Source: an optimization exercise on an open RTL-to-GDS flow (aim: small area and a short achievable clock period). Production flows keep margins and buffers that such runs may drop.
No run shown here included a check of the RTL's function; only the layout flow was run.

**flow/design.v**
```verilog
package adpll_cfg_pkg;
   localparam int FCWW = 26;
   localparam int INTW = 12;
   localparam int FRAW = 14;
   localparam int ACCW = 27;
   localparam int OTWW = 13;
   localparam int LW  = 5;
   localparam int MSW = 8;
   localparam int L_MAX  = 12;
   localparam int L_MIN  = -13;
   localparam int MS_MAX = 127;
   localparam int MS_MIN = -128;
   localparam int OTW_SHIFT = 7;
   localparam int TCW       = 9;
   localparam int T_TDC_PU  = 16;
   localparam int T_INJ_PU  = 48;
   localparam int T_PU_DONE = 112;
   localparam int T_CH_LOCK = 480;
   localparam int LCW           = 5;
   localparam int LOCK_N_FINE   = 15;
   localparam int LOCK_N_COARSE = 8;
endpackage
package adpll_types_pkg;
   typedef enum logic [1:0] {
      MODE_PD   = 2'd0,
      MODE_TEST = 2'd1,
      MODE_RX   = 2'd2,
      MODE_TX   = 2'd3
   } adpll_mode_e;
   typedef enum logic [2:0] {
      ST_IDLE = 3'd0,
      ST_PU   = 3'd1,
      ST_CL   = 3'd2,
      ST_CM   = 3'd3,
      ST_CS   = 3'd4
   } acq_state_e;
   typedef struct packed {
      logic [3:0] alpha;
      logic [3:0] beta;
      logic [2:0] lambda;
      logic [1:0] iir_n;
      logic       en_integral;
   } filt_cfg_s;
   typedef struct packed {
      logic [3:0] alpha_s;
      logic [2:0] lambda;
      logic [1:0] iir_n;
   } coef_set_s;
   typedef struct packed {
      logic [3:0] alpha_l;
      logic [3:0] alpha_m;
      logic [3:0] beta;
      coef_set_s  rx;
      coef_set_s  tx;
   } coef_regs_s;
   typedef struct packed {
      logic signed [4:0]  l;
      logic signed [7:0] m;
      logic signed [7:0] s;
   } bank_words_s;
   typedef struct packed {
      logic dco_pd;
      logic tdc_pd;
      logic tdc_pd_inj;
   } pwr_ctrl_s;
   typedef struct packed {
      bank_words_s words;
      pwr_ctrl_s   pd;
   } test_ctrl_s;
endpackage
module lf_add #(
   parameter int W    = 27,
   parameter int ARCH = 0
) (
   input  logic [W-1:0] a,
   input  logic [W-1:0] b,
   input  logic         ci,
   output logic [W-1:0] s,
   output logic [W:0]   c       
);
   localparam int LG = (W > 16) ? 5 : (W > 8) ? 4 : (W > 4) ? 3 : (W > 2) ? 2 : 1;
   logic [W-1:0] g, p;
   assign g = a & b;
   assign p = a ^ b;
   if (ARCH == 0) begin : g_tool
      logic [W:0] sum;
      assign sum = {1'b0, a} + {1'b0, b} + {{W{1'b0}}, ci};
      assign s   = sum[W-1:0];
      assign c   = {sum[W], sum[W-1:0] ^ a ^ b};
   end else if (ARCH == 1) begin : g_rca
      assign c[0] = ci;
      for (genvar i = 0; i < W; i++) begin : g_bit
         assign c[i+1] = g[i] | (p[i] & c[i]);
      end
      assign s = p ^ c[W-1:0];
   end else begin : g_pre
      logic [W-1:0] gg [0:2*LG];
      logic [W-1:0] pp [0:2*LG];
      assign gg[0] = {g[W-1:1], g[0] | (p[0] & ci)};
      assign pp[0] = p;
      if (ARCH == 2) begin : g_bk
         for (genvar l = 0; l < LG; l++) begin : g_up
            for (genvar i = 0; i < W; i++) begin : g_bit
               if ((i % (2 << l)) == (2 << l) - 1) begin : g_n
                  assign gg[l+1][i] = gg[l][i] | (pp[l][i] & gg[l][i-(1<<l)]);
                  assign pp[l+1][i] = pp[l][i] & pp[l][i-(1<<l)];
               end else begin : g_w
                  assign gg[l+1][i] = gg[l][i];
                  assign pp[l+1][i] = pp[l][i];
               end
            end
         end
         for (genvar k = 0; k < LG; k++) begin : g_dn
            localparam int L = LG - 1 - k;    
            for (genvar i = 0; i < W; i++) begin : g_bit
               if (i >= (3 << L) - 1 && ((i - ((3 << L) - 1)) % (2 << L)) == 0 && L < LG - 1) begin : g_n
                  assign gg[LG+k+1][i] = gg[LG+k][i] | (pp[LG+k][i] & gg[LG+k][i-(1<<L)]);
                  assign pp[LG+k+1][i] = pp[LG+k][i] & pp[LG+k][i-(1<<L)];
               end else begin : g_w
                  assign gg[LG+k+1][i] = gg[LG+k][i];
                  assign pp[LG+k+1][i] = pp[LG+k][i];
               end
            end
         end
      end else if (ARCH == 3) begin : g_sk
         for (genvar l = 0; l < LG; l++) begin : g_lv
            for (genvar i = 0; i < W; i++) begin : g_bit
               if ((i >> l) & 1) begin : g_n
                  assign gg[l+1][i] = gg[l][i] | (pp[l][i] & gg[l][((i >> l) << l) - 1]);
                  assign pp[l+1][i] = pp[l][i] & pp[l][((i >> l) << l) - 1];
               end else begin : g_w
                  assign gg[l+1][i] = gg[l][i];
                  assign pp[l+1][i] = pp[l][i];
               end
            end
         end
         for (genvar k = LG; k < 2*LG; k++) begin : g_pad
            assign gg[k+1] = gg[k];
            assign pp[k+1] = pp[k];
         end
      end else begin : g_sk2
         for (genvar l = 0; l < LG; l++) begin : g_lv
            for (genvar i = 0; i < W; i++) begin : g_bit
               localparam int J = (l > 0 && i == (1 << l)) ? i - 2 : ((i >> l) << l) - 1;
               if ((i >> l) & 1) begin : g_n
                  assign gg[l+1][i] = gg[l][i] | (pp[l][i] & gg[l][J]);
                  assign pp[l+1][i] = pp[l][i] & pp[l][J];
               end else if (l == 0 && i >= 2 && (i & (i - 1)) == 0) begin : g_pair
                  assign gg[l+1][i] = gg[l][i] | (pp[l][i] & gg[l][i-1]);
                  assign pp[l+1][i] = pp[l][i] & pp[l][i-1];
               end else begin : g_w
                  assign gg[l+1][i] = gg[l][i];
                  assign pp[l+1][i] = pp[l][i];
               end
            end
         end
         for (genvar k = LG; k < 2*LG; k++) begin : g_pad
            assign gg[k+1] = gg[k];
            assign pp[k+1] = pp[k];
         end
      end
      assign c = {gg[2*LG], ci};
      assign s = p ^ c[W-1:0];
   end
endmodule
module loop_filter #(
   parameter int A_ACC = 0,
   parameter int A_R   = 0,
   parameter int A_IIR = 0,
   parameter int A_INT = 0,
   parameter int A_NTW = 0
) (
   input  logic                                     clk,
   input  logic                                     rst_accum_all,
   input  logic                                     accum_clr,
   input  logic [adpll_cfg_pkg::FCWW-1:0]           fcw,
   input  logic [adpll_cfg_pkg::INTW-1:0]           tdc_word,
   input  adpll_types_pkg::filt_cfg_s               filt,
   output logic signed [adpll_cfg_pkg::OTWW-1:0]    otw_round
);
   localparam int N = adpll_cfg_pkg::ACCW;
   function automatic logic [19:0] sh20(input logic [26:0] x, input logic [3:0] s);
      logic [26:0] a8;
      logic [22:0] a4;
      logic [20:0] a2;
      logic [19:0] a1;
      for (int i = 0; i < 27; i++) a8[i] = s[3] ? x[(i+8 > 26) ? 26 : i+8] : x[i];
      for (int i = 0; i < 23; i++) a4[i] = s[2] ? a8[i+4] : a8[i];
      for (int i = 0; i < 21; i++) a2[i] = s[1] ? a4[i+2] : a4[i];
      for (int i = 0; i < 20; i++) a1[i] = s[0] ? a2[i+1] : a2[i];
      sh20 = a1;
   endfunction
   logic                  clr;
   logic signed [N-1:0]   acc_d, acc_q;
   logic signed [N-1:0]   iir_q [1:3];
   logic signed [N-1:0]   iir_d [0:3];
   logic signed [N-1:0]   tap;
   logic signed [N-1:0]   integ_d, integ_q;
   assign clr = rst_accum_all | accum_clr;
   logic [12:0] hs, hc;
   logic [12:0] hx, hy;
   assign hx = {1'b0, fcw[25:14]};
   assign hy = ~{1'b0, tdc_word};
   assign hs = acc_q[26:14] ^ hx ^ hy;
   assign hc = (acc_q[26:14] & hx) | (acc_q[26:14] & hy) | (hx & hy);
   logic [N:0] acc_c;
   lf_add #(.W(N), .ARCH(A_ACC)) u_acc (
      .a({hs, acc_q[13:0]}), .b({hc[11:0], 1'b1, fcw[13:0]}), .ci(1'b0),
      .s(acc_d), .c(acc_c)
   );
   assign iir_d[0] = acc_d;
   for (genvar k = 1; k <= 3; k++) begin : g_iir
      logic signed [N-1:0] ysh, xsh, r;
      logic [N:0] rc, ic;
      assign ysh = iir_q[k] >>> filt.lambda;
      assign xsh = iir_d[k-1] >>> filt.lambda;
      logic [N-1:0] cs_s, cs_c;
      assign cs_s = xsh ^ iir_q[k] ^ ~ysh;
      assign cs_c = (xsh & iir_q[k]) | (xsh & ~ysh) | (iir_q[k] & ~ysh);
      assign r  = '0;
      assign rc = '0;
      lf_add #(.W(N), .ARCH(A_IIR)) u_i (
         .a(cs_s), .b({cs_c[N-2:0], 1'b1}), .ci(1'b0), .s(iir_d[k]), .c(ic)
      );
   end
   always_comb begin
      case (filt.iir_n)
         2'd0:    tap = iir_d[0];
         2'd1:    tap = iir_d[1];
         2'd2:    tap = iir_d[2];
         default: tap = iir_d[3];
      endcase
   end
   logic [N:0] int_c;
   logic [N-1:0] tap_g;
   assign tap_g = filt.en_integral ? tap : '0;
   lf_add #(.W(N), .ARCH(A_INT)) u_int (
      .a(tap_g), .b(integ_q), .ci(1'b0), .s(integ_d), .c(int_c)
   );
   always_ff @(posedge clk) begin
      if (clr) begin
         acc_q    <= '0;
         iir_q[1] <= '0;
         iir_q[2] <= '0;
         iir_q[3] <= '0;
         integ_q  <= '0;
      end else begin
         acc_q    <= acc_d;
         iir_q[1] <= iir_d[1];
         iir_q[2] <= iir_d[2];
         iir_q[3] <= iir_d[3];
         integ_q  <= integ_d;
      end
   end
   logic [19:0] pa, pb, ps, pc, ntw;
   logic [20:0] ntw_c;
   assign pa  = sh20(tap, filt.alpha);
   assign pb  = filt.en_integral ? sh20(integ_d, filt.beta) : 20'd0;
   assign ps  = pa ^ pb ^ 20'd64;
   assign pc  = (pa & pb) | ((pa | pb) & 20'd64);
   lf_add #(.W(20), .ARCH(A_NTW)) u_ntw (
      .a(ps), .b({pc[18:0], 1'b0}), .ci(1'b0), .s(ntw), .c(ntw_c)
   );
   assign otw_round = ntw[19:7];
endmodule
module acq_sequencer (
   input  logic                                     clk,
   input  logic                                     rst_accum_all,
   input  logic [adpll_cfg_pkg::FCWW-1:0]           fcw,
   input  adpll_types_pkg::adpll_mode_e             mode,
   input  adpll_types_pkg::coef_regs_s              coefs,
   input  logic                                     lock_seen,
   input  logic signed [7:0]                        lock_word,
   output logic                                     st_cl,
   output logic                                     st_cm,
   output logic                                     st_cs,
   output adpll_types_pkg::filt_cfg_s               filt,
   output logic                                     accum_clr,
   output logic                                     ld_en,
   output logic                                     ld_clr,
   output logic signed [4:0]                        fixed_l,
   output logic signed [7:0]                        fixed_m,
   output adpll_types_pkg::pwr_ctrl_s               pwr,
   output logic                                     channel_lock
);
   adpll_types_pkg::acq_state_e     state;
   logic [adpll_cfg_pkg::FCWW-1:0]  fcw_last;
   adpll_types_pkg::adpll_mode_e    mode_last;
   logic [adpll_cfg_pkg::TCW-1:0]   time_cnt;
   logic                            en_integral;
   adpll_types_pkg::coef_set_s      cs;
   assign st_cl = (state == adpll_types_pkg::ST_CL);
   assign st_cm = (state == adpll_types_pkg::ST_CM);
   assign st_cs = (state == adpll_types_pkg::ST_CS);
   assign cs = (mode == adpll_types_pkg::MODE_TX) ? coefs.tx : coefs.rx;
   always_comb begin
      filt.alpha       = coefs.rx.alpha_s;
      filt.beta        = coefs.beta;
      filt.lambda      = coefs.rx.lambda;
      filt.iir_n       = 2'd0;
      filt.en_integral = en_integral;
      case (state)
         adpll_types_pkg::ST_CL: filt.alpha = coefs.alpha_l;
         adpll_types_pkg::ST_CM: filt.alpha = coefs.alpha_m;
         adpll_types_pkg::ST_CS: begin
            filt.alpha  = cs.alpha_s;
            filt.lambda = cs.lambda;
            filt.iir_n  = cs.iir_n;
         end
         default: ;
      endcase
   end
   always_ff @(posedge clk) begin
      if (rst_accum_all) begin
         state        <= adpll_types_pkg::ST_IDLE;
         pwr          <= '1;
         accum_clr    <= 1'b0;
         ld_en        <= 1'b0;
         ld_clr       <= 1'b0;
         fixed_l      <= '0;
         fixed_m      <= '0;
         channel_lock <= 1'b0;
         en_integral  <= 1'b0;
         fcw_last     <= '0;
         mode_last    <= adpll_types_pkg::MODE_PD;
      end else begin
         fcw_last  <= fcw;
         mode_last <= mode;
         if (fcw != fcw_last || mode != mode_last) begin
            state <= adpll_types_pkg::ST_IDLE;
         end else begin
            case (state)
               adpll_types_pkg::ST_IDLE: begin
                  time_cnt     <= '0;
                  fixed_l      <= '0;
                  fixed_m      <= '0;
                  ld_en        <= 1'b0;
                  ld_clr       <= 1'b1;
                  channel_lock <= 1'b0;
                  en_integral  <= 1'b0;
                  if (mode == adpll_types_pkg::MODE_PD) begin
                     pwr <= '1;
                  end
                  if (mode == adpll_types_pkg::MODE_RX || mode == adpll_types_pkg::MODE_TX) begin
                     state <= adpll_types_pkg::ST_PU;
                  end
               end
               adpll_types_pkg::ST_PU: begin
                  time_cnt   <= time_cnt + 1'b1;
                  pwr.dco_pd <= 1'b0;
                  if (time_cnt == adpll_cfg_pkg::T_TDC_PU) begin
                     pwr.tdc_pd <= 1'b0;
                  end
                  if (time_cnt == adpll_cfg_pkg::T_INJ_PU) begin
                     pwr.tdc_pd_inj <= 1'b0;
                  end
                  if (time_cnt == adpll_cfg_pkg::T_PU_DONE) begin
                     state     <= adpll_types_pkg::ST_CL;
                     accum_clr <= 1'b1;
                     time_cnt  <= '0;
                  end
               end
               adpll_types_pkg::ST_CL: begin
                  accum_clr <= 1'b0;
                  ld_clr    <= 1'b0;
                  ld_en     <= 1'b1;
                  if (lock_seen && !ld_clr) begin
                     fixed_l   <= lock_word[4:0];
                     state     <= adpll_types_pkg::ST_CM;
                     accum_clr <= 1'b1;
                     ld_clr    <= 1'b1;
                  end
               end
               adpll_types_pkg::ST_CM: begin
                  accum_clr <= 1'b0;
                  ld_clr    <= 1'b0;
                  if (lock_seen && !ld_clr) begin
                     fixed_m   <= lock_word;
                     state     <= adpll_types_pkg::ST_CS;
                     accum_clr <= 1'b1;
                     ld_en     <= 1'b0;
                  end
               end
               adpll_types_pkg::ST_CS: begin
                  accum_clr <= 1'b0;
                  time_cnt  <= time_cnt + 1'b1;
                  if (coefs.beta != 4'd0) begin
                     en_integral <= 1'b1;
                  end
                  if (time_cnt == adpll_cfg_pkg::T_CH_LOCK) begin
                     channel_lock <= 1'b1;
                  end
               end
               default: state <= adpll_types_pkg::ST_IDLE;
            endcase
         end
      end
   end
endmodule
module freq_lock_detector (
   input  logic                                     clk,
   input  logic                                     rst_accum_all,
   input  logic                                     ld_en,
   input  logic                                     ld_clr,
   input  logic                                     st_cl,
   input  logic signed [7:0]                        otw_sat,
   output logic                                     lock_seen,
   output logic signed [7:0]                        lock_word
);
   logic signed [7:0]              cand1, cand2;
   logic                           lock_sel;
   logic [adpll_cfg_pkg::LCW-1:0]  cnt1, cnt2;
   logic [adpll_cfg_pkg::LCW-1:0]  inc1, inc2;
   logic [adpll_cfg_pkg::LCW-1:0]  lock_n;
   assign inc1 = cnt1 + 1'b1;
   assign inc2 = cnt2 + 1'b1;
   assign lock_n = st_cl ? 5'(adpll_cfg_pkg::LOCK_N_COARSE) : 5'(adpll_cfg_pkg::LOCK_N_FINE);
   always_ff @(posedge clk) begin
      if (rst_accum_all || ld_clr) begin
         cand1     <= '1;
         cand2     <= '1;
         cnt1      <= '0;
         cnt2      <= '0;
         lock_seen <= 1'b0;
         lock_sel  <= 1'b0;
      end else if (ld_en) begin
         if (otw_sat == cand1) begin
            cnt1 <= inc1;
            if (inc1 == lock_n) begin
               lock_seen <= 1'b1;
               lock_sel  <= 1'b0;
            end
         end else if (otw_sat == cand2) begin
            cnt2 <= inc2;
            if (inc2 == lock_n) begin
               lock_seen <= 1'b1;
               lock_sel  <= 1'b1;
            end
         end else begin
            cand1 <= otw_sat;
            cnt1  <= 1;
            cand2 <= cand1;
            cnt2  <= cnt1;
         end
      end
   end
   assign lock_word = lock_sel ? cand2 : cand1;
endmodule
module bank_word_combiner (
   input  logic                                     st_cl,
   input  logic                                     st_cm,
   input  logic                                     st_cs,
   input  logic                                     mode_test,
   input  logic                                     accum_clr,
   input  logic signed [adpll_cfg_pkg::OTWW-1:0]    otw_round,
   input  logic signed [4:0]                        fixed_l,
   input  logic signed [7:0]                        fixed_m,
   input  adpll_types_pkg::test_ctrl_s              test,
   output logic signed [7:0]                        otw_sat,
   output adpll_types_pkg::bank_words_s             dco_words,
   output logic                                     channel_sat
);
   logic signed [7:0] sat_l, sat_ms;
   always_comb begin
      if (otw_round > adpll_cfg_pkg::L_MAX)      sat_l = 8'(adpll_cfg_pkg::L_MAX);
      else if (otw_round < adpll_cfg_pkg::L_MIN) sat_l = 8'(adpll_cfg_pkg::L_MIN);
      else                                       sat_l = otw_round[7:0];
      if (otw_round > adpll_cfg_pkg::MS_MAX)      sat_ms = 8'(adpll_cfg_pkg::MS_MAX);
      else if (otw_round < adpll_cfg_pkg::MS_MIN) sat_ms = 8'(adpll_cfg_pkg::MS_MIN);
      else                                        sat_ms = otw_round[7:0];
   end
   assign otw_sat = st_cl ? sat_l : sat_ms;
   always_comb begin
      if (mode_test) begin
         dco_words = test.words;
      end else begin
         dco_words.l = (st_cl && !accum_clr) ? sat_l[4:0] : fixed_l;
         dco_words.m = (st_cm && !accum_clr) ? sat_ms : fixed_m;
         dco_words.s = (st_cs && !accum_clr) ? sat_ms : 8'sd0;
      end
   end
   assign channel_sat = (dco_words.s == adpll_cfg_pkg::MS_MIN) ||
                        (dco_words.s == adpll_cfg_pkg::MS_MAX);
endmodule
module adpll_ctrl (
   input  logic         clk,
   input  logic         rst_accum_all,
   input  logic [25:0]  fcw,
   input  logic [1:0]   adpll_mode,
   input  logic [11:0]  tdc_word,
   input  logic [29:0]  coefs,
   input  logic [23:0]  test,
   output logic [20:0]  dco_words,
   output logic [2:0]   pwr,
   output logic         channel_lock,
   output logic         channel_sat
);
   adpll_types_pkg::adpll_mode_e           adpll_mode_t;
   adpll_types_pkg::coef_regs_s            coefs_t;
   adpll_types_pkg::test_ctrl_s            test_t;
   adpll_types_pkg::bank_words_s           dco_words_t;
   adpll_types_pkg::pwr_ctrl_s             pwr_t;
   assign adpll_mode_t = adpll_types_pkg::adpll_mode_e'(adpll_mode);
   assign coefs_t      = coefs;
   assign test_t       = test;
   assign dco_words    = dco_words_t;
   assign pwr          = pwr_t;
   logic                                   st_cl, st_cm, st_cs, mode_test;
   adpll_types_pkg::filt_cfg_s             filt;
   logic signed [4:0]                      fixed_l;
   logic signed [7:0]                      fixed_m;
   adpll_types_pkg::pwr_ctrl_s             pwr_seq;
   logic                                   accum_clr;
   logic                                   ld_en, ld_clr;
   logic                                   lock_seen;
   logic signed [7:0]                      lock_word;
   logic signed [adpll_cfg_pkg::OTWW-1:0]  otw_round;
   logic signed [7:0]                      otw_sat;
   assign mode_test = (adpll_mode_t == adpll_types_pkg::MODE_TEST);
   loop_filter #(
      .A_ACC(3), .A_R(3), .A_IIR(3), .A_INT(3), .A_NTW(3)
   ) loop_filter0 (
      .clk(clk), .rst_accum_all(rst_accum_all), .accum_clr(accum_clr),
      .fcw(fcw), .tdc_word(tdc_word), .filt(filt), .otw_round(otw_round)
   );
   acq_sequencer acq_sequencer0 (
      .clk(clk), .rst_accum_all(rst_accum_all), .fcw(fcw), .mode(adpll_mode_t),
      .coefs(coefs_t), .lock_seen(lock_seen), .lock_word(lock_word),
      .st_cl(st_cl), .st_cm(st_cm), .st_cs(st_cs),
      .filt(filt), .accum_clr(accum_clr), .ld_en(ld_en), .ld_clr(ld_clr),
      .fixed_l(fixed_l), .fixed_m(fixed_m), .pwr(pwr_seq), .channel_lock(channel_lock)
   );
   freq_lock_detector freq_lock_detector0 (
      .clk(clk), .rst_accum_all(rst_accum_all), .ld_en(ld_en), .ld_clr(ld_clr),
      .st_cl(st_cl), .otw_sat(otw_sat), .lock_seen(lock_seen), .lock_word(lock_word)
   );
   bank_word_combiner bank_word_combiner0 (
      .st_cl(st_cl), .st_cm(st_cm), .st_cs(st_cs), .mode_test(mode_test),
      .accum_clr(accum_clr), .otw_round(otw_round),
      .fixed_l(fixed_l), .fixed_m(fixed_m), .test(test_t), .otw_sat(otw_sat),
      .dco_words(dco_words_t), .channel_sat(channel_sat)
   );
   assign pwr_t = mode_test ? test_t.pd : pwr_seq;
endmodule
```
**flow/flow/run.sh**
```bash
#!/bin/bash
# The standard layout (standard.sh: unchanged synthesis, floorplan, placement,
# CTS, routing), with two settings changed:
#  - the port buffers are plain buf_1 cells instead of the delay buffers the
#    resizer picks by default (every port still gets its own buffer);
#  - CTS uses clkbuf_16 with larger sink clusters and no dummy loads.
# The whole ORFS run's output goes to standard_flow.log here; ORFS also keeps
# each step's own log under orfs/logs/.
set -euo pipefail
export BUFFER_PORTS_ARGS="-buffer_cell sky130_fd_sc_hd__buf_1"
export CTS_ARGS="-sink_clustering_enable -repair_clock_nets -buf_list sky130_fd_sc_hd__clkbuf_16 -dont_use_dummy_load -sink_clustering_size 20 -sink_clustering_max_diameter 120"
bash standard.sh finish > standard_flow.log 2>&1
```
**flow/standard.sh**
```bash
#!/bin/bash
# synth_recipe.tcl (not shown) runs the flow's synth.tcl, then flattens the netlist and writes it again
# the make line also repeats each setting of config.mk as NAME=value (left out here)
make -C /OpenROAD-flow-scripts/flow DESIGN_CONFIG=/design/flow/config.mk WORK_HOME=/design/flow/orfs CLKGATE_MAP_FILE= SYNTH_SCRIPT=/design/flow/synth_recipe.tcl "${@:-finish}"
```
**flow/config.mk**
```make
export PLATFORM = sky130hd
export DESIGN_NAME = adpll_ctrl
export DESIGN_NICKNAME = adpll_ctrl
export VERILOG_FILES = /design/flow/design.v
export SDC_FILE = /design/flow/constraint.sdc
export NUM_CORES = 4
export LEC_CHECK = 0
export ABC_AREA = 1
export CAP_MARGIN = 20
export CORE_MARGIN = 2
export CORE_UTILIZATION = 60
export PLACE_DENSITY = 0.75
export SLEW_MARGIN = 20
```
**flow/constraint.sdc**
```tcl
create_clock -name core_clock -period 33.0 [get_ports {clk}]
set_input_delay 6.6000 -clock core_clock [delete_from_list [all_inputs] [get_ports {clk}]]
set_output_delay 6.6000 -clock core_clock [all_outputs]
set_load 0.01 [all_outputs]
```
==> impl.org, run 1 <==
** CTS
- CTS built an H-tree with a depth of 1.
- The number of gates resized after CTS was 0.
- The number of setup buffers added after CTS is 0.
- No sink is reached through more buffers than the 3 on the longest clock path.
- Clock slew seen by the registers of the worst setup and hold paths :: 0.09 ns
- The clock reaches the later pin of the worst-skew pair after 0.52 ns.
- Total clock buffers created by CTS :: 15
- Clock tree synthesis found a total of 224 sinks.
- Buffers inserted to repair hold after CTS numbered 0.
- TritonCTS built the clock tree.
- The root buffer cell chosen for the clock tree is clkbuf_16.

** GRT
- Initial antenna violation count :: 0
- Overflow left after global routing :: 0
- Maximum number of pins on one net before global-route repair :: 143
- Global routing consumed, over all layers together, 32.2% of the routing resources.
- The first global-routing pass estimated 116000 microns of wire.
- Via count of the first global-routing pass :: 23100

** Synth
- Net count after synthesis :: 4385
- Average cell area after synthesis :: 6.33 sq um
- Synth warnings :: 14
- Number of flops mapped to enable cells by yosys :: 9
- Biggest area contributors in the synthesized netlist :: dfxtp_1, nand2_1, o21ai_0, fa_1, inv_1
- Summing the areas of all compound-gate instances in the mapped netlist gives 18.1% of the synthesized area.
- After synthesis, the largest area contributor takes up 16.9% of total cell area.
- After synthesis the netlist holds a flip-flop and latch count of 224.
- Parity-gate share of the synthesized area counting xor and xnor cells :: 2.97%
- In the synthesized netlist, the number of instances is 4012.
- Adder-Cell Fraction of Synth Area :: 17.1%
- Of all cell types, the one taking the most synthesized area is dfxtp_1.
- After synthesis, the largest family of logic cells by area is simple AND/OR/NAND/NOR gates.
- Number of distinct standard cells referenced by the synthesized netlist :: 66
- Cell Area, Synth :: 25400 sq um
- Share of synthesized area spent on multiplexers :: 3.16%
- Synth async-reset ratio :: 0%
- Sequential elements use 18.0% of the synthesized area.
- Predominant post-synthesis flop cell :: dfxtp_1
- Simple-gate portion of the synthesized area :: 29.1%

** Detailed routing
- In the routed design, unresolved DRC markers number 0.
- Dividing the detail-routed via count by the number of cells gives 5.57.
- The first detailed-routing pass took 6 iterations.
- WL per Instance :: 15.6 microns
- Final Routed Wirelength :: 71000 microns
- Iter 0 DRT Violations :: 2471
- Post-route ant nets :: 0
- Count of vias placed by the detailed router :: 25300

** Setup path
- In this run the worst setup path begins at adpll_mode[1].
- Most frequent cell on the critical path :: nand2_1
- STA classifies the critical path endpoint as an output port.
- CP startpoint kind :: input port
- Critical path start-end classification :: input port to output port
- RR Startpoint :: acq_sequencer0.state[0]$_SDFFE_PP0P_
- Maximum net fanout on the critical path :: 89
- Data arrival, critical path :: 24.67 ns
- Master of the slowest instance on the critical path :: fa_1
- Required time of the critical path :: 26.40 ns
- Delay of the slowest critical-path stage :: 0.58 ns

** Placement
- The number of placed instances, taps included, is 4526.
- HPWL Detailed :: 55800 microns
- Routability-driven placement finished with a final weighted congestion of 0.950.
- Input/output buffers :: 121

** Finish
- Nets :: 4377
- Excluding fillers, the count of instances in the completed layout stands at 4541.
- From synthesis to final layout, the design area changed by 4.31%.
- Ratio of cells with drive above 1 in the final layout :: 4.12%
- The top cell types in the final layout, fill and taps aside, are nand2_1, inv_1, o21ai_0.
- Most common cell after layout, fill and taps aside :: nand2_1
- The number of antenna diodes in the final layout is 0.

** Floorplan
- Die footprint :: 44000 sq um
- The floorplan step set the die width to 210 microns.
- DIE HEIGHT :: 210 microns
- The initial utilization of the core area, before any placement, comes to 60.7%.
- I/O pin count :: 122
- After floorplanning, the core was sized to cover 41900 sq um.
- In this run the core area contains 75 standard-cell rows.

** STA
- Setup violations, final :: 0
- Final Cycle Share :: 94.8%
- Fin. max-slew vios :: 0
- In the final timing run, aggregate negative setup slack is 0 ns.
- Worst Skew :: 0.0326 ns
- Final count of hold timing violations :: 0
- Fmax :: 32.0 MHz
- Final worst path period need :: 31.27 ns
- For the pin with the worst max-slew slack, the measured transition is 0.973 ns.
- Normalized max-slew margin :: 34.4%
- RSZ-0062 raised after global routing :: false

** Worst hold path
- The worst hold path belongs to the class flip-flop to flip-flop.
- The worst hold path begins at acq_sequencer0.pwr[1]$_SDFFE_PP1P_.

** Job
- Max-cap viol count :: 0

** Outcome
- The run finished with no timing, DRC or antenna violations.
[kinds of logic after synthesis]
group | after synthesis
muxes | 80
and+or+nand+nor | 1742
buffers and inverters | 767
adders and majority gates | 277
xor gates and xnor gates | 86
DFF | 224
AOI/OAI and AO/OA | 836
[registers in the layout, summed over array words and instances, names as in the netlist, 2 cells and up]
| name | count |
|---|---|
| freq_lock_detector0.cand1 | 8 |
| acq_sequencer0.pwr | 3 |
| acq_sequencer0.fcw_last | 26 |
| acq_sequencer0.mode_last | 2 |
| acq_sequencer0.fixed_l | 5 |
| acq_sequencer0.state | 3 |
| freq_lock_detector0.cnt2 | 5 |
| acq_sequencer0.fixed_m | 8 |
| loop_filter0.integ_q | 27 |
| loop_filter0.iir_q | 81 |
| freq_lock_detector0.cand2 | 8 |
| acq_sequencer0.time_cnt | 9 |
| loop_filter0.acc_q | 27 |
| freq_lock_detector0.cnt1 | 5 |
[layer usage]
| metal | GRT usage [%] | vias to the layer above | wire, microns |
|---|---|---|---|
| met5 | 0 | - | 0 |
| met3 | 3.73 | 90 | 5330 |
| met4 | 7.65 | 0 | 1560 |
| met1 | 44.9 | 11400 | 31700 |
| li1 | - | 12900 | - |
| met2 | 53.3 | 890 | 32400 |
[synthesized netlist by cell type, drive strengths merged, types with 5 or more instances]
cell type and n:
a21o 13, a21oi 174, xor2 44, a211oi 12
a22oi 7, nor2 353, dfxtp 215, a221oi 9
o22ai 8, o21ai 545, fa 117, nand3b 18
nand3 253, a31oi 17, xnor2 42, inv 599
a32o 6, nand4 23, or2 44, clkbuf 138
o211ai 14, edfxtp 9, o221ai 5, nor3 15
o21bai 14, ha 160, nand2 1026, mux2i 79
buf 26
[through the flow]
step           util [%]  worst slack (ns)  area (sq um)  hold WS [ns]
5_1_grt            63.3            0.0167         26500         0.487
6_report           63.3              1.73         26500         0.453
2_1_floorplan         -              4.18         25400         0.426
4_1_cts            63.2              1.18         26400         0.458
3_3_place_gp       62.3              1.59         26100         0.437
3_5_place_dp       62.3              1.24         26100         0.445
[worst max-delay path, delay by kind of cell]
family	cells	cell delay [ns]
buf+inv	15	2.32
xor+xnor	4	0.87
compound gates	21	3.63
fa+ha+maj	13	5.30
mux	1	0.33
simple gates	40	5.50
[area by class of cell]
cell class / count / area (sq um)
Multi-Input combinational cell: 3021 / 18000
Fill cell: 4077 / 15400
Sequential cell: 224 / 4570
Inverter: 603 / 2270
Tap cell: 539 / 674
Timing Repair Buffer: 139 / 619
Clock buffer: 15 / 375
[final timing paths]
kind,depth (start not counted),slack (ns),endpoint
max reg2reg,99,13.85,freq_lock_detector0.cand2[6]$_SDFFE_PP1P_
min reg2reg,2,0.45,acq_sequencer0.pwr[1]$_SDFFE_PP1P_
max,94,1.73,channel_sat
min,2,0.45,acq_sequencer0.pwr[1]$_SDFFE_PP1P_
==> run 2: changes to the inputs <==
--- a/flow/config.mk
+++ b/flow/config.mk
@@ -5,7 +5,7 @@
 export SDC_FILE = /design/flow/constraint.sdc
 export NUM_CORES = 4
 export LEC_CHECK = 0
-export ABC_AREA = 1
+export ABC_AREA = 0
 export CAP_MARGIN = 20
 export CORE_MARGIN = 2
 export CORE_UTILIZATION = 60
==> run 2 against run 1 <==
  * Still clean on timing, DRC and antenna
  * Hold slack better by 0.031 ns
  * Register-to-register slack got worse by 1.9 ns
  * Die area grew 9.2%
  * Synthesized cell count shrank 5.5%
  * Flip-flop and latch count is the same
  * Final area up 21%
  * Maximum frequency shrank 3.6%
  * Global-route usage increased by 6.4 points
  * Clock-buffer cell count unchanged
==> impl.org, run 2 <==
** Detailed routing
- WL per Instance :: 20.6 microns (was 15.6 microns)
- The DRC violation count after routing is 0 (unchanged).
- Count of TritonRoute iterations in the first routing pass :: 11 (was 6)
- Post-route ant nets :: 0 (unchanged)
- The number of DRC markers after the initial detailed-route iteration is 3353 (was 2471).
- The via density per instance was 6.33 (was 5.57).
- Count of vias placed by the detailed router :: 29300 (was 25300)
- Final Routed Wirelength :: 95600 microns (was 71000 microns)

** Synth
- The register area share after synthesis came to 16.5% (was 18.0%).
- Post-synthesis cell type with the largest combined area :: dfxtp_1 (unchanged)
- Cell Area, Synth :: 27800 sq um (was 25400 sq um)
- The predominant post-synthesis flop cell was dfxtp_1 (unchanged).
- The distinct cell type count after synthesis was 116 (was 66).
- The share of Yosys cell area claimed by the top area cell type came to 15.5% (was 16.9%).
- The number of flip-flops and latches in the synthesized netlist came to 224 (unchanged).
- Top-count cell post-synth :: nor2_1 (was nand2_1)
- The async set or reset register ratio after synthesis was 0% (unchanged).
- Synth warnings :: 14 (unchanged)
- Most common library cells after synthesis: nor2_1, nand2_1, inv_1 (was nand2_1, inv_1, o21ai_0).
- Average cell area after synthesis :: 7.32 sq um (was 6.33 sq um)
- Gate Count Post-Synth :: 3792 (was 4012)
- Biggest area contributors in the synthesized netlist :: dfxtp_1, fa_1, ha_1, nor2_1, mux2i_1 (was dfxtp_1, nand2_1, o21ai_0, fa_1, inv_1)
- Net count after synthesis :: 4165 (was 4385)
- Number of flops mapped to enable cells by yosys :: 9 (unchanged)

** Floorplan
- The area of the core region is 45600 sq um (was 41900 sq um).
- The number of core rows is 78 (was 75).
- Die footprint :: 48000 sq um (was 44000 sq um)
- The I/O pin count was 122 (unchanged).
- DIE HEIGHT :: 219 microns (was 210 microns)
- The horizontal extent of the die was 219 microns (was 210 microns).
- The initial standard-cell utilization of the core is 60.9% (was 60.7%).

** STA
- Setup violations, final :: 0 (unchanged)
- The achievable frequency is 30.8 MHz (was 32.0 MHz).
- The slew at the pin closest to its max-slew limit was 1.16 ns (was 0.973 ns).
- The worst hold slack after final layout came to 0.484 ns (was 0.453 ns).
- The final critical-path share of the clock period was 98.3% (was 94.8%).
- The time the worst path needs with I/O delays and setup was 32.43 ns (was 31.27 ns).
- Fin. max-slew vios :: 0 (unchanged)
- Worst Skew :: 0.0367 ns (was 0.0326 ns)
- The final-report hold violation count was 0 (unchanged).
- The headroom to the max-slew limit is 21.7% (was 34.4%).

** Placement
- The final HPWL from detailed placement is 72700 microns (was 55800 microns).
- The count of buffers from port buffering was 121 (unchanged).
- Global placement routability congestion :: 1.05 (was 0.950)

** CTS
- The cell at the root of the clock tree was clkbuf_16 (unchanged).
- The total clock buffers created by CTS is 15 (unchanged).
- Total clock sinks :: 224 (unchanged)
- H-tree levels :: 1 (unchanged)
- Hold buffer count at cts :: 0 (unchanged)
- The clock tree from TritonCTS is built (unchanged).
- Clock slew seen by the registers of the worst setup and hold paths :: 0.09 ns (about the same)
- Clock network latency to the later pin of the worst-skew pair :: 0.54 ns (was 0.52 ns)
- The maximum buffer depth of the clock tree came to 3 (unchanged).

** GRT
- Initial antenna violation count :: 2 (was 0)
- The largest net degree at the start of global routing is 107 (was 143).
- Overflow left after global routing :: 0 (unchanged)
- The global-route usage over all layers was 38.6% (was 32.2%).
- Via count of the first global-routing pass :: 27100 (was 23100)
- The wire length of the first global-routing pass is 146000 microns (was 116000 microns).

** Setup path
- Master of the slowest instance on the critical path :: fa_1 (unchanged)
- Maximum net fanout on the critical path :: 6 (was 89)
- The nature of the critical path endpoint was an output port (unchanged).
- Required time of the critical path :: 26.40 ns (about the same)
- The start of the worst register-to-register path was acq_sequencer0.state[1]$_SDFFE_PP0P_ (was acq_sequencer0.state[0]$_SDFFE_PP0P_).
- The origin of the worst setup path is fcw[19] (was adpll_mode[1]).
- The critical path start-end classification was input port to output port (unchanged).
- Data arrival, critical path :: 25.83 ns (was 24.67 ns)
- CP startpoint kind :: input port (unchanged)
- Delay of the slowest critical-path stage :: 0.57 ns (was 0.58 ns)

** Finish
- The final net count is 4406 (was 4377).
- The leading cell type in the layout, fill and taps excluded is nor2_1 (was nand2_1).
- The register with the most flip-flops is loop_filter0.iir_q (unchanged).
- Max reg flops :: 81 (unchanged)
- The final core utilization came to 70.2% (was 63.3%).
- Biggest regs: loop_filter0.iir_q x81, loop_filter0.acc_q x27, loop_filter0.integ_q x27 (unchanged).
- Top library cells by usage in the layout, fill and taps aside :: nor2_1, nand2_1, buf_4 (was nand2_1, inv_1, o21ai_0)
- Ratio of cells with drive above 1 in the final layout :: 16.0% (was 4.12%)
- The layout overhead on the synthesized area was 15.3% (was 4.31%).

** Job
- Max-cap viol count :: 0 (unchanged)

** Worst hold path
- The launch instance of the worst min-delay path is acq_sequencer0.channel_lock$_SDFFE_PP0P_ (was acq_sequencer0.pwr[1]$_SDFFE_PP1P_).
- The worst hold path class is flip-flop to flip-flop (unchanged).

** Outcome
- Status :: timing/DRC/antenna clean (unchanged)
-- run 2: cell types whose count changed in the layout (fill, tap and decap cells not counted), moves of 85 or more --
cell / change
mux2i_1: +85
buf_4: +292
nor2_1: +166
nand3_1: -170
nand2_1: -555
inv_1: -288
o21ai_0: -340
-- run 2: timing repair --
item                       CTS  global route
gates resized for setup      8           252
buffers inserted             2            47
pin swaps                    1            63
hold endpoints to repair     0             0
setup endpoints to repair    4            21
-- run 2: final timing paths --
check	endpoint	slack, ns	cells past startpoint
max	dco_words[16]	0.57	90
min reg2reg	acq_sequencer0.channel_lock$_SDFFE_PP0P_	0.48	2
min	acq_sequencer0.channel_lock$_SDFFE_PP0P_	0.48	2
max reg2reg	freq_lock_detector0.cand1[6]$_SDFFE_PP1P_	11.92	85
-- run 2: cell type report --
type,count,area [sq um]
clock buffers,15,375
well taps,600,751
repair buffers,434,2860
diodes,1,2.50
flip-flops and latches,224,4570
multi-input cells,3060,22300
inverters,298,1120
fillers,3909,13600
-- run 2: logic make-up after synthesis --
logic type	count (synthesis)	share of synthesized area (%)
adders and majority gates	277	15.6
DFF	224	16.5
and+or+nand+nor	1453	24.0
buffers and inverters	508	7.10
xor gates and xnor gates	147	4.74
AOI/OAI and AO/OA	965	23.1
muxes	218	8.94
-- run 2: critical path, delay by kind of cell --
family,cells,cell delay [ns]
multiplexers,5,0.80
adder cells (fa/ha/maj),13,5.17
AO/OA/AOI/OAI,32,6.72
buffers and inverters,12,1.44
XOR/XNOR,1,0.16
AND/OR/NAND/NOR,27,4.95
-- run 2: metal layers --
layer	track usage, %	vias to the layer above	share of wire, %
met1	49.1	13600	39
met2	62.1	1587	45
met3	6.92	326	9.7
met4	20.7	4	6.6
met5	0	-	0.026
li1	-	13800	-
-- run 2: stage by stage --
step | setup TNS [ns] | cells | cell area [sq um] | setup WS, ns
after floorplan | 0 | 3792 | 27800 | 1.48
after global placement | 0 | 4566 | 30200 | 0.195
after detailed placement | -0.631 | 4566 | 30200 | -0.238
after CTS | 0 | 4583 | 30600 | 0.0139
after global routing | -0.956 | 4631 | 32000 | -0.298
final | 0 | 4632 | 32000 | 0.566
==> run 3: changes to the inputs <==
--- a/flow/config.mk
+++ b/flow/config.mk
@@ -5,9 +5,10 @@
 export SDC_FILE = /design/flow/constraint.sdc
 export NUM_CORES = 4
 export LEC_CHECK = 0
-export ABC_AREA = 0
+export ABC_AREA = 1
 export CAP_MARGIN = 20
 export CORE_MARGIN = 2
 export CORE_UTILIZATION = 60
 export PLACE_DENSITY = 0.75
+export SETUP_SLACK_MARGIN = 2
 export SLEW_MARGIN = 20
==> run 3 against run 2 <==
  * Clock skew fell by 0.012 ns
  * Via count shrank 12%
  * Highest routed layer unchanged
  * Wire length is 24% lower
  * Die area decreased by 8.4%
  * Maximum frequency rose by 8.0%
  * Non-clock buffer count is 270 lower
  * Sequential share of layout area rose by 2.5 points
==> impl.org, run 3 <==
** Outcome
- Status :: timing/DRC/antenna clean (unchanged)

** Detailed routing
- The number of DRC markers after the initial detailed-route iteration was 2748 (was 3353).
- The DRC violation count after routing came to 0 (unchanged).
- Count of TritonRoute iterations in the first routing pass :: 6 (was 11)
- WL per Instance :: 15.9 microns (was 20.6 microns)
- Count of vias placed by the detailed router :: 25700 (was 29300)
- The routed wire length is 72800 microns (was 95600 microns).
- Post-route ant nets :: 0 (unchanged)
- The via density per instance is 5.63 (was 6.33).

** CTS
- The clock tree from TritonCTS is built (unchanged).
- The maximum buffer depth of the clock tree came to 3 (unchanged).
- Hold buffer count at cts :: 0 (unchanged)
- The clock latency on the worst-skew pair came to 0.52 ns (was 0.54 ns).
- Total clock buffers created by CTS :: 15 (unchanged)
- H-tree levels :: 1 (unchanged)
- Root buffer cell :: clkbuf_16 (unchanged)
- Clock slew seen by the registers of the worst setup and hold paths :: 0.09 ns (about the same)
- Total clock sinks :: 224 (unchanged)

** Synth
- Synth warnings :: 14 (unchanged)
- Gate Count Post-Synth :: 4012 (was 3792)
- Proportion of netlist area held by the largest area contributor :: 16.9% (was 15.5%)
- The predominant post-synthesis flop cell is dfxtp_1 (unchanged).
- Top-count cell post-synth :: nand2_1 (was nor2_1)
- Number of flops mapped to enable cells by yosys :: 9 (unchanged)
- Sequential area share after synthesis :: 18.0% (was 16.5%)
- Average cell area after synthesis :: 6.33 sq um (was 7.32 sq um)
- Net count after synthesis :: 4385 (was 4165)
- The biggest area consumer among synthesized cells is dfxtp_1 (unchanged).
- The number of flip-flops and latches in the synthesized netlist came to 224 (unchanged).
- Number of distinct standard cells referenced by the synthesized netlist :: 66 (was 116)
- Biggest area contributors in the synthesized netlist :: dfxtp_1, nand2_1, o21ai_0, fa_1, inv_1 (was dfxtp_1, fa_1, ha_1, nor2_1, mux2i_1)
- Most common library cells after synthesis: nand2_1, inv_1, o21ai_0 (was nor2_1, nand2_1, inv_1).
- Synth async-reset ratio :: 0% (unchanged)
- Cell Area, Synth :: 25400 sq um (was 27800 sq um)

** Placement
- The count of buffers from port buffering is 121 (unchanged).
- The placed instance area is 26100 sq um (was 30200 sq um).
- The final HPWL from detailed placement is 55800 microns (was 72700 microns).
- Dpl ws :: 1.24 ns (was -0.238 ns)
- The global placement routability congestion came to 0.950 (was 1.05).

** Job
- Max-cap viol count :: 0 (unchanged)

** Setup path
- The nature of the critical path endpoint is an output port (unchanged).
- The library cell contributing the largest single delay on the critical path was fa_1 (unchanged).
- RR Startpoint :: loop_filter0.acc_q[15]$_SDFF_PP0_ (was acq_sequencer0.state[1]$_SDFFE_PP0P_)
- Logic depth of the worst register-to-register path :: 103 (was 85)
- Required time of the critical path :: 26.40 ns (about the same)
- Logic depth of the worst path, buffers included :: 100 (was 90)
- Critical path start-end classification :: input port to output port (unchanged)
- The startpoint kind of the worst setup timing path is an input port (unchanged).
- The kind of cell adding the most delay to the critical path is adder cells (was compound AO/OA/AOI/OAI gates).
- Delay of the slowest critical-path stage :: 0.57 ns (about the same)
- The critical path capture point is channel_sat (was dco_words[16]).
- Maximum net fanout on the critical path :: 6 (unchanged)
- The setup slack of the worst register-to-register path is 15.09 ns (was 11.92 ns).
- Worst path bufs/invs :: 18 (was 12)
- Capture point of the worst reg-to-reg path :: freq_lock_detector0.cand2[6]$_SDFFE_PP1P_ (was freq_lock_detector0.cand1[6]$_SDFFE_PP1P_)
- Data arrival, critical path :: 23.44 ns (was 25.83 ns)
- Crit path launch :: fcw[15] (was fcw[19])
- Most frequent cell on the critical path :: nand2_1

** GRT
- The number of global-route vias before repair is 23200 (was 27100).
- The largest net degree at the start of global routing came to 143 (was 107).
- The initial antenna violation count came to 1 (was 2).
- The wire length of the first global-routing pass was 116000 microns (was 146000 microns).
- The global-route usage over all layers came to 32.2% (was 38.6%).
- Overflow left after global routing :: 0 (unchanged)

** STA
- Setup violations, final :: 0 (unchanged)
- Normalized max-slew margin :: 31.6% (was 21.7%)
- The final-report hold violation count came to 0 (unchanged).
- Slew @ Worst Pin :: 1.02 ns (was 1.16 ns)
- Fin. max-slew vios :: 0 (unchanged)
- Final worst path period need :: 30.04 ns (was 32.43 ns)
- Worst Skew :: 0.0245 ns (was 0.0367 ns)
- Fmax :: 33.3 MHz (was 30.8 MHz)
- RSZ-0062 raised after global routing :: false
- Worst-case setup margin in the final layout :: 2.96 ns (was 0.566 ns)
- Post-Route Setup TNS :: 0 ns (unchanged)
- Final Cycle Share :: 91.0% (was 98.3%)

** Floorplan
- Initial standard-cell utilization of the core :: 60.7% (was 60.9%)
- The die outline area was 44000 sq um (was 48000 sq um).
- DIE HEIGHT :: 210 microns (was 219 microns)
- The area of the core region was 41900 sq um (was 45600 sq um).
- The number of core rows was 75 (was 78).
- I/O pin count :: 122 (unchanged)
- The horizontal extent of the die was 210 microns (was 219 microns).

** Finish
- The number of flip-flops under the largest register name is 81 (unchanged).
- Top library cells by usage in the layout, fill and taps aside: nand2_1, inv_1, o21ai_0 (was nor2_1, nand2_1, buf_4).
- Nets :: 4405 (was 4406)
- The share of cells above drive strength 1 is 7.00% (was 16.0%).
- Biggest regs: loop_filter0.iir_q x81, loop_filter0.acc_q x27, loop_filter0.integ_q x27 (unchanged).
- The register with the most flip-flops is loop_filter0.iir_q (unchanged).
- Non-Filler Cell Area, Final :: 27300 sq um (was 32000 sq um)
- The diode insertion count for antenna repair came to 0 (was 1).
- Most common cell after layout, fill and taps aside :: nand2_1 (was nor2_1)
- Layout Area Growth over Synthesis :: 7.33% (was 15.3%)

** Worst hold path
- The worst hold path class is flip-flop to flip-flop (unchanged).
run 3: changes by cell type after synthesis, sizes merged, moves of 39 or more:
cell / previous run / this run
nand2: 453 / 1026
and2: 81 / 1
nor2: 527 / 353
nor3: 68 / 15
nand3: 63 / 253
a21oi: 268 / 174
a21o: 55 / 13
a211oi: 72 / 12
and3: 41 / 1
o21ai: 225 / 545
mux2i: 175 / 79
inv: 298 / 599
nor2b: 39 / 0
run 3: layout make-up:
| type | count | area [sq um] |
|---|---|---|
| clock buffers | 15 | 375 |
| flip-flops and latches | 224 | 4570 |
| well taps | 539 | 674 |
| inverters | 603 | 2280 |
| multi-input cells | 3024 | 18500 |
| repair buffers | 164 | 816 |
| fillers | 3999 | 14600 |
run 3: per-stage QoR:
stage	hold WS [ns]	util (%)	std cells
6_report	0.452	65.1	4569
5_1_grt	0.487	65.1	4569
4_1_cts	0.458	63.3	4541
3_5_place_dp	0.445	62.3	4526
3_3_place_gp	0.437	62.3	4526
2_1_floorplan	0.426	-	4012
run 3: routing by layer:
| metal | global-route usage (%) | up-vias | wire, microns |
|---|---|---|---|
| li1 | - | 13000 | - |
| met1 | 44.8 | 11700 | 31900 |
| met2 | 53.3 | 927 | 33500 |
| met3 | 3.77 | 118 | 5650 |
| met4 | 7.78 | 2 | 1780 |
| met5 | 0 | - | 15 |
run 3: worst min-delay path by stage:
| stage | from | end | slack [ns] | cells after the start |
|---|---|---|---|---|
| after floorplan | acq_sequencer0.pwr[0]$_SDFFE_PP1P_ | acq_sequencer0.pwr[0]$_SDFFE_PP1P_ | 0.43 | 2 |
| after global placement | acq_sequencer0.channel_lock$_SDFFE_PP0P_ | acq_sequencer0.channel_lock$_SDFFE_PP0P_ | 0.44 | 2 |
| after detailed placement | acq_sequencer0.pwr[1]$_SDFFE_PP1P_ | acq_sequencer0.pwr[1]$_SDFFE_PP1P_ | 0.44 | 2 |
| after CTS | acq_sequencer0.pwr[1]$_SDFFE_PP1P_ | acq_sequencer0.pwr[1]$_SDFFE_PP1P_ | 0.46 | 2 |
| after global routing | acq_sequencer0.channel_lock$_SDFFE_PP0P_ | acq_sequencer0.channel_lock$_SDFFE_PP0P_ | 0.49 | 2 |
| final | acq_sequencer0.pwr[1]$_SDFFE_PP1P_ | acq_sequencer0.pwr[1]$_SDFFE_PP1P_ | 0.45 | 2 |
run 3: tightest hold or removal path, stage by stage (launching register included):
cell     delay, ns
dfxtp_1       0.32
nand2_1       0.06
nand2_1       0.04
run 3: timing repair:
| item | CTS | global route |
|---|---|---|
| pin swaps | 0 | 44 |
| setup endpoints to repair | 19 | 22 |
| gates cloned | 0 | 3 |
| buffers inserted | 0 | 25 |
| gates resized for setup | 9 | 180 |
run 3: cells by family (layout without fill, tap and decap cells):
kind of cell    count (synthesis)  after routing  share of synthesized area [%]
buf+inv                       767            782                           11.5
fa+ha+maj                     277            277                           17.1
compound gates                836            836                           18.1
mux                            80             80                           3.16
xor+xnor                       86             86                           2.97
flops                         224            224                           18.0
simple gates                 1742           1745                           29.1
==> run 4: changes to the inputs <==
--- a/flow/config.mk
+++ b/flow/config.mk
@@ -10,5 +10,5 @@
 export CORE_MARGIN = 2
 export CORE_UTILIZATION = 60
 export PLACE_DENSITY = 0.75
-export SETUP_SLACK_MARGIN = 2
+export SETUP_SLACK_MARGIN = 2.5
 export SLEW_MARGIN = 20
==> run 4 against run 3 <==
  * Final cell count up 0.26%
  * Largest cell class unchanged
  * Hold slack improved by 0.0067 ns
  * Critical path depth shrank 1
  * Still clean on timing, DRC and antenna
  * Final area up 2.0%
==> impl.org, run 4 <==
** Finish
- Most common cell after layout, fill and taps aside :: nand2_1 (unchanged)
- The share of cells above drive strength 1 was 9.25% (was 7.00%).
- Largest register by flop count :: loop_filter0.iir_q (unchanged)
- The final net count came to 4417 (was 4405).
- Max reg flops :: 81 (unchanged)
- The diode insertion count for antenna repair was 0 (unchanged).
- Top library cells by usage in the layout, fill and taps aside :: nand2_1, inv_1, o21ai_0 (unchanged)
- The layout overhead on the synthesized area was 9.46% (was 7.33%).
- Biggest regs :: loop_filter0.iir_q x81, loop_filter0.acc_q x27, loop_filter0.integ_q x27 (unchanged)
- The number of inserted filler cells in the final layout came to 3900 (was 3999).

** Detailed routing
- The remaining antenna violation count after routing is 0 (unchanged).
- Final Routed Wirelength :: 74200 microns (was 72800 microns)
- The average wire length per cell after detail routing came to 16.2 microns (was 15.9 microns).
- Iter 0 DRT Violations :: 2668 (was 2748)
- The first-pass detailed-route iteration total came to 8 (was 6).
- The via density per instance was 5.67 (was 5.63).
- DRC violations left :: 0 (unchanged)
- Count of vias placed by the detailed router :: 26000 (was 25700)

** Outcome
- Status: timing/DRC/antenna clean (unchanged).

** Synth
- The number of flip-flops and latches in the synthesized netlist was 224 (unchanged).
- The share of Yosys cell area claimed by the top area cell type came to 16.9% (unchanged).
- The distinct cell type count after synthesis came to 66 (unchanged).
- The async set or reset register ratio after synthesis came to 0% (unchanged).
- The summed instance area of the synthesized netlist is 25400 sq um (unchanged).
- The per-instance average area after synthesis was 6.33 sq um (unchanged).
- The biggest area consumer among synthesized cells is dfxtp_1 (unchanged).
- Sequential area share after synthesis :: 18.0% (unchanged)
- The number of enable flip-flop cells after synthesis came to 9 (unchanged).
- The gate count of the mapped netlist came to 4012 (unchanged).
- Biggest area contributors in the synthesized netlist: dfxtp_1, nand2_1, o21ai_0, fa_1, inv_1 (unchanged).
- Net count after synthesis :: 4385 (unchanged)
- Most common library cells after synthesis: nand2_1, inv_1, o21ai_0 (unchanged).
- Predominant post-synthesis flop cell :: dfxtp_1 (unchanged)
- The cell with the most instances after synthesis is nand2_1 (unchanged).
- The count of synthesis-stage warnings from yosys came to 14 (unchanged).

** Floorplan
- The area of the core region came to 41900 sq um (unchanged).
- DIE HEIGHT :: 210 microns (unchanged)
- Horiz. Die Dim :: 210 microns (unchanged)
- The initial standard-cell utilization of the core is 60.7% (unchanged).
- Die footprint :: 44000 sq um (unchanged)
- The I/O pin count came to 122 (unchanged).
- The number of core rows is 75 (unchanged).

** CTS
- Clock network latency to the later pin of the worst-skew pair :: 0.52 ns (about the same)
- The total clock buffers created by CTS is 15 (unchanged).
- TritonCTS clock tree :: built (unchanged)
- The sink count of the clock tree came to 224 (unchanged).
- H-tree levels :: 1 (unchanged)
- The clock transition time at the flip-flop clock pins of the worst setup and hold paths is 0.09 ns (about the same).
- Root buffer cell :: clkbuf_16 (unchanged)
- Clk buf depth :: 3 (unchanged)

** Setup path
- The biggest cell delay along the critical path was 0.59 ns (was 0.57 ns).
- The kind of cell adding the most delay to the critical path is adder cells (unchanged).
- The critical path start-end classification is input port to output port (unchanged).
- The data arrival time of the critical path came to 23.05 ns (was 23.44 ns).
- The nature of the critical path endpoint is an output port (unchanged).
- Master of the slowest instance on the critical path :: fa_1 (unchanged)
- Required time of the critical path :: 26.40 ns (about the same)
- The startpoint kind of the worst setup timing path is an input port (unchanged).
- Maximum net fanout on the critical path :: 10 (was 6)
- Most frequent cell on the critical path :: nand2_1 (unchanged)
- Worst path bufs/invs :: 19 (was 18)

** STA
- Post-Route Setup TNS :: 0 ns (unchanged)
- Fin. max-slew vios :: 0 (unchanged)
- The final-report hold violation count is 0 (unchanged).
- Fmax :: 33.7 MHz (was 33.3 MHz)
- The slew at the pin closest to its max-slew limit was 1.02 ns (about the same).
- The time the worst path needs with I/O delays and setup came to 29.65 ns (was 30.04 ns).
- The setup-violating endpoint count in the final report was 0 (unchanged).
- The headroom to the max-slew limit came to 31.6% (about the same).
- RSZ-0062 raised after global routing :: false (unchanged)
- The final critical-path share of the clock period is 89.8% (was 91.0%).
- Worst Skew :: 0.0291 ns (was 0.0245 ns)

** Worst hold path
- Hold Path Class :: flip-flop to flip-flop (unchanged)

** Placement
- Input/output buffers :: 121 (unchanged)
- The final HPWL from detailed placement is 55800 microns (unchanged).
- The global placement routability congestion was 0.950 (unchanged).

** Job
- Max-cap viol count :: 0 (unchanged)

** GRT
- Global-route wire length before repair :: 117000 microns (was 116000 microns)
- All-layer global routing usage :: 32.4% (was 32.2%)
- Maximum number of pins on one net before global-route repair :: 143 (unchanged)
- Initial antenna violation count :: 0 (was 1)
- The number of global-route vias before repair was 23300 (was 23200).
- Overflow left after global routing :: 0 (unchanged)
==> run 4: cell counts after synthesis <==
Identical to the previous run, type by type.
==> run 4: kinds of logic after synthesis <==
family,count (synthesis),share of synthesized area [%]
DFF,224,18.0
AOI/OAI and AO/OA,836,18.1
xor gates and xnor gates,86,2.97
adders and majority gates,277,17.1
buffers and inverters,767,11.5
muxes,80,3.16
and+or+nand+nor,1742,29.1
==> run 4: area by class of cell <==
| type | count | area [sq um] | share of cell area, % |
|---|---|---|---|
| sequential | 224 | 4570 | 16.5 |
| timing repair buffer | 176 | 912 | 3.28 |
| clock buffer | 15 | 375 | 1.35 |
| multi-input combinational | 3024 | 19000 | 68.3 |
| tap | 539 | 674 | 2.43 |
| inverter | 603 | 2280 | 8.20 |
==> run 4: repair_timing <==
item / CTS / global route
pin swaps: 4 / 65
cloned: 1 / 2
gates resized for setup: 38 / 278
hold buffers: 0 / 0
setup buffers: 4 / 33
endpoints found under the hold margin: 0 / 0
endpoints found under the setup margin: 22 / 22
==> run 4: final timing paths <==
| kind | startpoint | endpoint | slack (ns) | cells after the start |
|---|---|---|---|---|
| hold / removal | acq_sequencer0.pwr[0]$_SDFFE_PP1P_ | acq_sequencer0.pwr[0]$_SDFFE_PP1P_ | 0.46 | 2 |
| hold reg to reg | acq_sequencer0.pwr[0]$_SDFFE_PP1P_ | acq_sequencer0.pwr[0]$_SDFFE_PP1P_ | 0.46 | 2 |
| setup / recovery | fcw[15] | channel_sat | 3.35 | 99 |
| setup reg to reg | acq_sequencer0.state[0]$_SDFFE_PP0P_ | freq_lock_detector0.cand2[6]$_SDFFE_PP1P_ | 15.34 | 103 |
==> run 4: metal layers <==
metal | GRT usage [%] | vias up | part of all wire [%]
met3 | 3.89 | 109 | 7.2
li1 | - | 13000 | -
met4 | 7.70 | 0 | 2.4
met2 | 53.8 | 937 | 46
met1 | 45.0 | 11900 | 44
met5 | 0 | - | 0
==> run 4: per-stage QoR <==
stage	util, %	instances	hold WS, ns	worst slack, ns	area, sq um
2_1_floorplan	-	4012	0.426	4.18	25400
3_3_place_gp	62.3	4526	0.437	1.59	26100
6_report	66.4	4581	0.459	3.35	27800
5_1_grt	66.4	4581	0.487	2.24	27800
4_1_cts	63.6	4546	0.458	2.51	26600
3_5_place_dp	62.3	4526	0.445	1.24	26100
==> run 4: tightest hold or removal path, cell delays in order, from the launching register on <==
cell and delay [ns]:
dfxtp_1 0.32, nand2_1 0.06, nand2_1 0.04
==> run 5: changes to the inputs <==
--- a/flow/design.v
+++ b/flow/design.v
@@ -313,6 +313,7 @@
    always_ff @(posedge clk) begin
       if (rst_accum_all) begin
          state        <= adpll_types_pkg::ST_IDLE;
+         time_cnt     <= '0;
          pwr          <= '1;
          accum_clr    <= 1'b0;
          ld_en        <= 1'b0;
@@ -518,7 +519,7 @@
    logic signed [7:0]                      otw_sat;
    assign mode_test = (adpll_mode_t == adpll_types_pkg::MODE_TEST);
    loop_filter #(
-      .A_ACC(3), .A_R(3), .A_IIR(3), .A_INT(3), .A_NTW(3)
+      .A_ACC(4), .A_R(4), .A_IIR(4), .A_INT(4), .A_NTW(4)
    ) loop_filter0 (
       .clk(clk), .rst_accum_all(rst_accum_all), .accum_clr(accum_clr),
       .fcw(fcw), .tdc_word(tdc_word), .filt(filt), .otw_round(otw_round)
--- a/flow/config.mk
+++ b/flow/config.mk
@@ -8,7 +8,5 @@
 export ABC_AREA = 1
 export CAP_MARGIN = 20
 export CORE_MARGIN = 2
-export CORE_UTILIZATION = 60
-export PLACE_DENSITY = 0.75
-export SETUP_SLACK_MARGIN = 2.5
+export CORE_UTILIZATION = 40
 export SLEW_MARGIN = 20
==> run 5 against run 4 <==
  * Clock skew increased by 0.017 ns
  * Worst setup slack worse by 1.2 ns
  * Still clean
  * Final cell count up 9.4%
  * Global-route usage fell by 9.5 points
  * Non-clock buffer count shrank 39
  * Via count is 0.63% lower
  * Clock-buffer cell count increased by 1
  * Wire length increased by 5.1%
==> impl.org, run 5 <==
** Synth
- The async set or reset register ratio after synthesis came to 0% (unchanged).
- The predominant post-synthesis flop cell is dfxtp_1 (unchanged).
- The distinct cell type count after synthesis came to 70 (was 66).
- The count of synthesis-stage warnings from yosys is 14 (unchanged).
- Register bit count reported by yosys :: 224 (unchanged)
- The summed instance area of the synthesized netlist was 26100 sq um (was 25400 sq um).

** GRT
- The global-route track usage on met3 came to 2.95% (was 3.89%).
- The largest net degree at the start of global routing came to 220 (was 143).
- The most heavily used metal layer in global routing was met2 (unchanged).
- Overflow left after global routing :: 0 (unchanged)
- The wire length of the first global-routing pass was 125000 microns (was 117000 microns).
- Via count of the first global-routing pass :: 24000 (was 23300)

** STA
- Post-Route Setup TNS :: 0 ns (unchanged)
- Hold slack :: 0.458 ns (was 0.459 ns)
- RSZ-0062 raised after global routing: false (unchanged).
- Final count of hold timing violations :: 0 (unchanged)
- Fmax :: 32.4 MHz (was 33.7 MHz)
- Fin. max-slew vios :: 0 (unchanged)
- Final Cycle Share :: 93.4% (was 89.8%)
- The time the worst path needs with I/O delays and setup came to 30.83 ns (was 29.65 ns).
- Setup violations, final :: 0 (unchanged)

** Worst hold path
- Hold Path Class :: flip-flop to flip-flop (unchanged)

** CTS
- TritonCTS clock tree :: built (unchanged)
- The cell at the root of the clock tree was clkbuf_16 (unchanged).
- H-tree levels :: 1 (unchanged)
- Clock network latency to the later pin of the worst-skew pair :: 0.54 ns (was 0.52 ns)

** Finish
- The footprint of the flip-flops and latches was 4480 sq um (was 4570 sq um).
- Final cell count without fillers :: 5011 (was 4581)
- Layout Area Growth over Synthesis :: 5.20% (was 9.46%)
- The number of inserted filler cells in the final layout was 7042 (was 3900).
- The area of the multi-input gates is 18500 sq um (was 19000 sq um).
- Largest register by flop count :: loop_filter0.iir_q (unchanged)
- Top library cells by usage in the layout, fill and taps aside :: nand2_1, inv_1, o21ai_0 (unchanged)

** Detailed routing
- The via density per instance is 5.15 (was 5.67).
- Count of vias placed by the detailed router :: 25800 (was 26000)
- The number of DRC markers after the initial detailed-route iteration came to 1783 (was 2668).

** Setup path
- Critical path start-end classification :: input port to output port (unchanged)
- The data arrival time of the critical path was 24.23 ns (was 23.05 ns).
- The library cell contributing the largest single delay on the critical path was buf_4 (was fa_1).
- Critical Path Sink Type :: output port (unchanged)

** Placement
- The number of placed cells counting well taps is 4995 (was 4526).
- The pre-CTS setup slack is 2.25 ns (was 1.24 ns).
- Input/output buffers :: 121 (unchanged)

** Floorplan
- The area of the core region came to 64500 sq um (was 41900 sq um).
- Horiz. Die Dim :: 259 microns (was 210 microns)
- Initial standard-cell utilization of the core :: 40.5% (was 60.7%)
- Die footprint :: 67300 sq um (was 44000 sq um)

** Outcome
- Status :: timing/DRC/antenna clean (unchanged)
==> run 5: changes by cell type after synthesis, moves of 10 or more <==
cell,change
nor2_1,-15
nand3_1,-10
o211ai_1,+11
nand2_2,+34
nand2_1,+79
nand2_4,+11
inv_1,+11
o21ai_0,-10
nand4_1,+12
clkbuf_1,-18
xor2_1,+11
inv_2,+11
o211ai_2,+10
fa_1,-22
==> run 5: worst register-to-register path, delay by kind of cell, from the launching register on <==
family / cells / cell delay [ns]
AO/OA/AOI/OAI: 26 / 5.13
XOR/XNOR: 2 / 0.45
adder cells (fa/ha/maj): 9 / 3.62
buffers and inverters: 16 / 2.43
flip-flops: 1 / 0.42
multiplexers: 1 / 0.16
AND/OR/NAND/NOR: 46 / 6.25
==> run 5: cells by family after synthesis <==
logic type / Yosys count / synth area share, %
buffers and inverters: 801 / 12.1
AOI/OAI and AO/OA: 841 / 17.9
and+or+nand+nor: 1883 / 31.8
xor gates and xnor gates: 92 / 3.16
DFF: 224 / 17.2
muxes: 71 / 2.72
adders and majority gates: 260 / 15.2
==> run 5: final cells by class <==
class,count,share of cell area (%)
multi-input combinational,3147,67.4
timing repair buffer,137,2.18
tap,855,3.90
clock buffer,16,1.46
sequential,224,16.3
inverter,632,8.71
==> run 5: final timing paths <==
| kind | depth (start not counted) | startpoint | to | slack [ns] |
|---|---|---|---|---|
| hold / removal | 2 | acq_sequencer0.fixed_m[5]$_SDFFE_PP0P_ | acq_sequencer0.fixed_m[5]$_SDFFE_PP0P_ | 0.46 |
| hold reg to reg | 2 | acq_sequencer0.fixed_m[5]$_SDFFE_PP0P_ | acq_sequencer0.fixed_m[5]$_SDFFE_PP0P_ | 0.46 |
| setup / recovery | 97 | adpll_mode[1] | channel_sat | 2.17 |
| setup reg to reg | 100 | acq_sequencer0.state[0]$_SDFFE_PP0P_ | freq_lock_detector0.cand1[6]$_SDFFE_PP1P_ | 14.46 |
==> run 5: repair_timing <==
item | 4_1_cts | 5_1_grt
hold buffers | 0 | 0
resized for setup | 0 | 1
endpoints found under the setup margin | 0 | 1
==> run 5: per-layer routing <==
metal	share of wire [%]	up-vias
li1	-	13300
met1	46	11700
met2	46	599
met3	5.4	115
met4	2.9	0
met5	0	-
==> run 5: through the flow <==
step / util (%) / area (sq um)
finish: 42.6 / 27400
global route: 42.6 / 27400
CTS: 42.6 / 27400
detailed placement: 41.9 / 27000
global placement: 41.9 / 27000
floorplan: - / 26100

separate check: timing with driven ports:
No port has a modelled driver above. Below, the same layouts with a new extraction and two added sets of constraints. Step 1: set_driving_cell puts a clkbuf_16 on clk and a buf_2 on each other input, an assumption about the parent block. Step 2, shift: input delay + t, output delay - t, t = (earliest + latest rising clock arrival at the registers) / 2. This alone moves slack from input paths to output paths. a / b / c = ideal / step 1 / step 2; a / b = the first two.
run | t (ns) | setup slack, ns | hold slack, ns | pins driven straight from the clock port
run 1 | 0.563 | 1.725 / 1.666 / 1.666 | 0.453 / 0.453 / 0.453 | 1
run 2 | 0.582 | 0.566 / 0.543 / 0.543 | 0.484 / 0.484 / 0.484 | 1
run 3 | 0.567 | 2.956 / 2.933 / 2.933 | 0.452 / 0.452 / 0.452 | 1
run 4 | 0.565 | 3.350 / 3.326 / 3.326 | 0.459 / 0.459 / 0.459 | 1
run 5 | 0.584 | 2.173 / 2.136 / 2.136 | 0.458 / 0.458 / 0.458 | 1
After both steps setup and hold are still met in every run listed. For run 1, which loses most, drivers alone change the setup slack by -0.059 ns; drivers and shift together by -0.059 ns.
